From an optimization exercise on the open Yosys and OpenROAD flow, aimed at small area, a short achievable clock period and few clock cycles per item; shortcuts taken in it are not production practice. Where RTL was checked, it was by simulation tests only, not by an equivalence proof against the original. Power and IR drop assume default switching activity.

== job 9343 ==
==> flow/design.v <==
package imem_pkg;
    localparam logic [31:0] NOP_INSTR = 32'h00000013;
    typedef enum logic {
        INIT,
        READY
    } state_t;
    typedef enum logic [1:0] {
        RD_ZERO,
        RD_RAM,
        RD_DFLT
    } rd_src_t;
    function automatic logic [31:0] word_index(input logic [31:0] addr);
        word_index = addr >> 2;
    endfunction
    function automatic logic addr_ok(input logic [31:0] addr, input logic [31:0] depth);
        addr_ok = (addr[1:0] == 2'b00) && (word_index(addr) < depth);
    endfunction
endpackage
module imem_ram #(
    parameter int DATA_W = 32
) (
    input  logic                clk,
    input  logic [7:0]          ins,      
    input  logic [DATA_W-1:0]   din,
    input  logic [7:0]          rring,    
    input  logic [7:0]          rpos,     
    output logic [DATA_W-1:0]   rdata     
);
    logic [8*DATA_W-1:0] ring_q [8];
    logic [DATA_W-1:0]   ring_rd [8];
    for (genvar r = 0; r < 8; r++) begin : g_ring
        logic [8*DATA_W-1:0] q;
        always_ff @(posedge clk) begin
            q <= {q[7*DATA_W-1:0], ins[r] ? din : q[8*DATA_W-1 -: DATA_W]};
        end
        always_comb begin
            ring_rd[r] = '0;
            for (int p = 0; p < 8; p++) begin
                ring_rd[r] = ring_rd[r] | (q[p*DATA_W +: DATA_W] & {DATA_W{rpos[p]}});
            end
        end
    end
    always_comb begin
        rdata = '0;
        for (int r = 0; r < 8; r++) begin
            rdata = rdata | (ring_rd[r] & {DATA_W{rring[r]}});
        end
    end
endmodule
module instr_mem_sync #(
    parameter int                DATA_W         = 32,
    parameter int                ADDR_W         = 8,
    parameter int                DEPTH          = 64,
    parameter logic [DATA_W-1:0] DEFAULT_INSTR  = DATA_W'(imem_pkg::NOP_INSTR),
    parameter bit                CLEAR_ON_RESET = 1'b1
) (
    input  logic              clk,
    input  logic              rst_n,
    output logic              init_done,
    input  logic              fetch_req,
    input  logic [ADDR_W-1:0] fetch_addr,
    output logic              fetch_ready,
    output logic [DATA_W-1:0] rdata,
    output logic              rvalid,
    output logic              fetch_err,
    input  logic              prog_we,
    input  logic [ADDR_W-1:0] prog_addr,
    input  logic [DATA_W-1:0] prog_wdata,
    output logic              prog_ack
);
    logic       init_q;       
    logic       rdy_q;        
    logic [2:0] off_q;        
    logic [7:0] offoh_q;      
    logic [2:0] wpos_q;       
    logic [7:0] ins_q;        
    logic       ack_q;
    logic       v1_q, e1_q;   
    logic [7:0] rring_q, rpos_q;
    logic       rvalid_q, err_q;
    logic [DATA_W-1:0] rdata_q;
    logic [DATA_W-1:0] ram_rdata, din;
    logic       fetch_acc, fetch_al, prog_al, prog_go, prog_hit;
    logic [7:0] rpos_oh;
    logic [2:0] fetch_i, prog_i;
    assign fetch_acc = fetch_req && rdy_q;
    assign fetch_al  = (fetch_addr[1:0] == 2'b00);
    assign prog_al   = (prog_addr[1:0] == 2'b00);
    assign prog_go   = prog_we && init_q && !ack_q;
    assign fetch_i   = {fetch_addr[3:2], fetch_addr[7]};
    assign prog_i    = {prog_addr[3:2], prog_addr[7]};
    assign prog_hit  = (prog_i == wpos_q);
    always_comb begin
        for (int k = 0; k < 8; k++) begin
            rpos_oh[k] = offoh_q[3'(fetch_i + 3'(k))];
        end
    end
    always_ff @(posedge clk or negedge rst_n) begin
        if (!rst_n) begin
            init_q   <= ~CLEAR_ON_RESET;
            rdy_q    <= ~CLEAR_ON_RESET;
            off_q    <= 3'd0;
            offoh_q  <= 8'b0000_0010;
            wpos_q   <= 3'd2;
            ins_q    <= {8{CLEAR_ON_RESET}};
            ack_q    <= 1'b0;
            v1_q     <= 1'b0;
            e1_q     <= 1'b0;
            rvalid_q <= 1'b0;
            err_q    <= 1'b0;
        end else begin
            off_q    <= off_q + 3'd1;
            offoh_q  <= {offoh_q[6:0], offoh_q[7]};
            wpos_q   <= wpos_q + 3'd1;
            rdy_q    <= init_q;
            if (!init_q) begin
                if (off_q == 3'd7) begin
                    init_q <= 1'b1;
                    ins_q  <= 8'd0;
                end
            end else begin
                for (int r = 0; r < 8; r++) begin
                    ins_q[r] <= prog_go && prog_al && prog_hit && (prog_addr[6:4] == 3'(r));
                end
            end
            ack_q    <= prog_go && (!prog_al || prog_hit);
            v1_q     <= fetch_acc;
            e1_q     <= fetch_acc && !fetch_al;
            rvalid_q <= v1_q;
            err_q    <= e1_q;
        end
    end
    always_ff @(posedge clk) begin
        for (int k = 0; k < 8; k++) begin
            rring_q[k] <= (fetch_addr[6:4] == 3'(k));
            rpos_q[k]  <= fetch_al && rpos_oh[k];
        end
        rdata_q <= ram_rdata | (e1_q ? DEFAULT_INSTR : '0);
    end
    assign din = init_q ? prog_wdata : DEFAULT_INSTR;
    imem_ram #(
        .DATA_W (DATA_W)
    ) u_ram (
        .clk   (clk),
        .ins   (ins_q),
        .din   (din),
        .rring (rring_q),
        .rpos  (rpos_q),
        .rdata (ram_rdata)
    );
    assign init_done   = rdy_q;
    assign fetch_ready = rdy_q;
    assign rdata       = rdata_q;
    assign rvalid      = rvalid_q;
    assign fetch_err   = err_q;
    assign prog_ack    = ack_q;
endmodule
make LEC_CHECK=0 CAP_MARGIN=20 CORE_MARGIN=2 CORE_UTILIZATION=65 CTS_CLUSTER_DIAMETER=60 CTS_CLUSTER_SIZE=24 PLACE_DENSITY=0.75 SETUP_SLACK_MARGIN=1.25 SLEW_MARGIN=20 finish   # period 3.1 ns
run.sh (not shown) runs the stock make flow with config.mk's settings and CLKGATE_MAP_FILE= SYNTH_SCRIPT=/design/flow/synth_recipe.tcl, a recipe that flattens the netlist after the stock synthesis.
Testbench counts of job 9343, summed over its fixed seeds: cycles 13,082, items 12,000.
> inputs changed (job 9343 -> job 980)
--- a/flow/design.v
+++ b/flow/design.v
@@ -19,34 +19,35 @@
 module imem_ram #(
     parameter int DATA_W = 32
 ) (
     input  logic                clk,
     input  logic [7:0]          ins,      
     input  logic [DATA_W-1:0]   din,
-    input  logic [7:0]          rring,    
-    input  logic [7:0]          rpos,     
+    input  logic [31:0]         rpos,     
+    input  logic                rodd,     
+    input  logic                reven,    
     output logic [DATA_W-1:0]   rdata     
 );
     logic [8*DATA_W-1:0] ring_q [8];
     logic [DATA_W-1:0]   ring_rd [8];
     for (genvar r = 0; r < 8; r++) begin : g_ring
         logic [8*DATA_W-1:0] q;
         always_ff @(posedge clk) begin
             q <= {q[7*DATA_W-1:0], ins[r] ? din : q[8*DATA_W-1 -: DATA_W]};
         end
         always_comb begin
             ring_rd[r] = '0;
             for (int p = 0; p < 8; p++) begin
-                ring_rd[r] = ring_rd[r] | (q[p*DATA_W +: DATA_W] & {DATA_W{rpos[p]}});
+                ring_rd[r] = ring_rd[r] | (q[p*DATA_W +: DATA_W] & {DATA_W{rpos[8*(r/2)+p]}});
             end
         end
     end
     always_comb begin
         rdata = '0;
         for (int r = 0; r < 8; r++) begin
-            rdata = rdata | (ring_rd[r] & {DATA_W{rring[r]}});
+            rdata = rdata | (ring_rd[r] & {DATA_W{(r % 2 == 1) ? rodd : reven}});
         end
     end
 endmodule
 module instr_mem_sync #(
     parameter int                DATA_W         = 32,
     parameter int                ADDR_W         = 8,
@@ -66,20 +67,22 @@
     input  logic              prog_we,
     input  logic [ADDR_W-1:0] prog_addr,
     input  logic [DATA_W-1:0] prog_wdata,
     output logic              prog_ack
 );
     logic       init_q;       
+    logic       clr_q;        
     logic       rdy_q;        
     logic [2:0] off_q;        
     logic [7:0] offoh_q;      
     logic [2:0] wpos_q;       
     logic [7:0] ins_q;        
     logic       ack_q;
     logic       v1_q, e1_q;   
-    logic [7:0] rring_q, rpos_q;
+    logic [31:0] rpos_q;
+    logic       rodd_q, reven_q;
     logic       rvalid_q, err_q;
     logic [DATA_W-1:0] rdata_q;
     logic [DATA_W-1:0] ram_rdata, din;
     logic       fetch_acc, fetch_al, prog_al, prog_go, prog_hit;
     logic [7:0] rpos_oh;
     logic [2:0] fetch_i, prog_i;
@@ -95,12 +98,13 @@
             rpos_oh[k] = offoh_q[3'(fetch_i + 3'(k))];
         end
     end
     always_ff @(posedge clk or negedge rst_n) begin
         if (!rst_n) begin
             init_q   <= ~CLEAR_ON_RESET;
+            clr_q    <= CLEAR_ON_RESET;
             rdy_q    <= ~CLEAR_ON_RESET;
             off_q    <= 3'd0;
             offoh_q  <= 8'b0000_0010;
             wpos_q   <= 3'd2;
             ins_q    <= {8{CLEAR_ON_RESET}};
             ack_q    <= 1'b0;
@@ -110,15 +114,16 @@
             err_q    <= 1'b0;
         end else begin
             off_q    <= off_q + 3'd1;
             offoh_q  <= {offoh_q[6:0], offoh_q[7]};
             wpos_q   <= wpos_q + 3'd1;
             rdy_q    <= init_q;
-            if (!init_q) begin
+            if (clr_q) begin
                 if (off_q == 3'd7) begin
                     init_q <= 1'b1;
+                    clr_q  <= 1'b0;
                     ins_q  <= 8'd0;
                 end
             end else begin
                 for (int r = 0; r < 8; r++) begin
                     ins_q[r] <= prog_go && prog_al && prog_hit && (prog_addr[6:4] == 3'(r));
                 end
@@ -128,30 +133,32 @@
             e1_q     <= fetch_acc && !fetch_al;
             rvalid_q <= v1_q;
             err_q    <= e1_q;
         end
     end
     always_ff @(posedge clk) begin
-        for (int k = 0; k < 8; k++) begin
-            rring_q[k] <= (fetch_addr[6:4] == 3'(k));
-            rpos_q[k]  <= fetch_al && rpos_oh[k];
+        for (int k = 0; k < 32; k++) begin
+            rpos_q[k] <= fetch_al && (fetch_addr[6:5] == 2'(k / 8)) && rpos_oh[k % 8];
         end
+        rodd_q  <= fetch_addr[4];
+        reven_q <= !fetch_addr[4];
         rdata_q <= ram_rdata | (e1_q ? DEFAULT_INSTR : '0);
     end
-    assign din = init_q ? prog_wdata : DEFAULT_INSTR;
+    assign din = clr_q ? DEFAULT_INSTR : prog_wdata;
     imem_ram #(
         .DATA_W (DATA_W)
     ) u_ram (
         .clk   (clk),
         .ins   (ins_q),
         .din   (din),
-        .rring (rring_q),
         .rpos  (rpos_q),
+        .rodd  (rodd_q),
+        .reven (reven_q),
         .rdata (ram_rdata)
     );
-    assign init_done   = rdy_q;
+    assign init_done   = init_q;
     assign fetch_ready = rdy_q;
     assign rdata       = rdata_q;
     assign rvalid      = rvalid_q;
     assign fetch_err   = err_q;
     assign prog_ack    = ack_q;
 endmodule
==> results.txt <==
Relative to job 9343, the area of the multi-input gates of job 980 is higher by 2.0%. Setup slack in job 980 is smaller than in job 9343. Comparing inverter count of the layout excluding clock inverters for job 980 and job 9343, the bigger number came from job 9343. Job 980 ends up with a share of the clock period used by the worst path that is 9.3 points higher than in job 9343. Job 980 does better than job 9343 on worst setup slack after placement. Comparing job 980 and job 9343, the lower via count is on job 9343. As far as number of enable flip-flop cells after synthesis goes, job 980 and job 9343 are indistinguishable; the numbers are identical. Total power: job 980 above job 9343. Of job 980 and job 9343, the run reporting the higher worst hold slack was job 9343. Layout buffering overhead excluding clock cells: job 980 vs job 9343 up 2.8 points.
Only the layout flow was run in job 980; the RTL was not checked for function there.

-- what the ideal ports hide --
The results above use ideal ports. As a check the final layouts listed here were re-extracted and re-timed, cells and wires unchanged.
Step 1, drivers: a clkbuf_16 drives clk and a buf_2 each remaining input, both assumed.
Step 2 moves the port delays by t, midway between the first and last clock arrival at a register: inputs arrive t later, outputs are due t later. That takes back most of the time a late clock gives input paths.
Three values: ideal, step 1, step 2; two values: the first two.
| run | t, ns | setup WS [ns] | latest minus earliest clock arrival (ns) | worst data-port slew with drivers (ns) |
|---|---|---|---|---|
| job 9343 | 0.754 | 1.219 / 1.169 / 0.684 | 0.038 / 0.038 | 0.22 |
| job 980 | 0.792 | 0.929 / 0.929 / 0.291 | 0.039 / 0.039 | 0.10 |
After both steps every run listed still meets setup and hold. For job 980, which loses most, drivers alone change the setup slack by 0.000 ns; drivers and shift together by -0.638 ns.
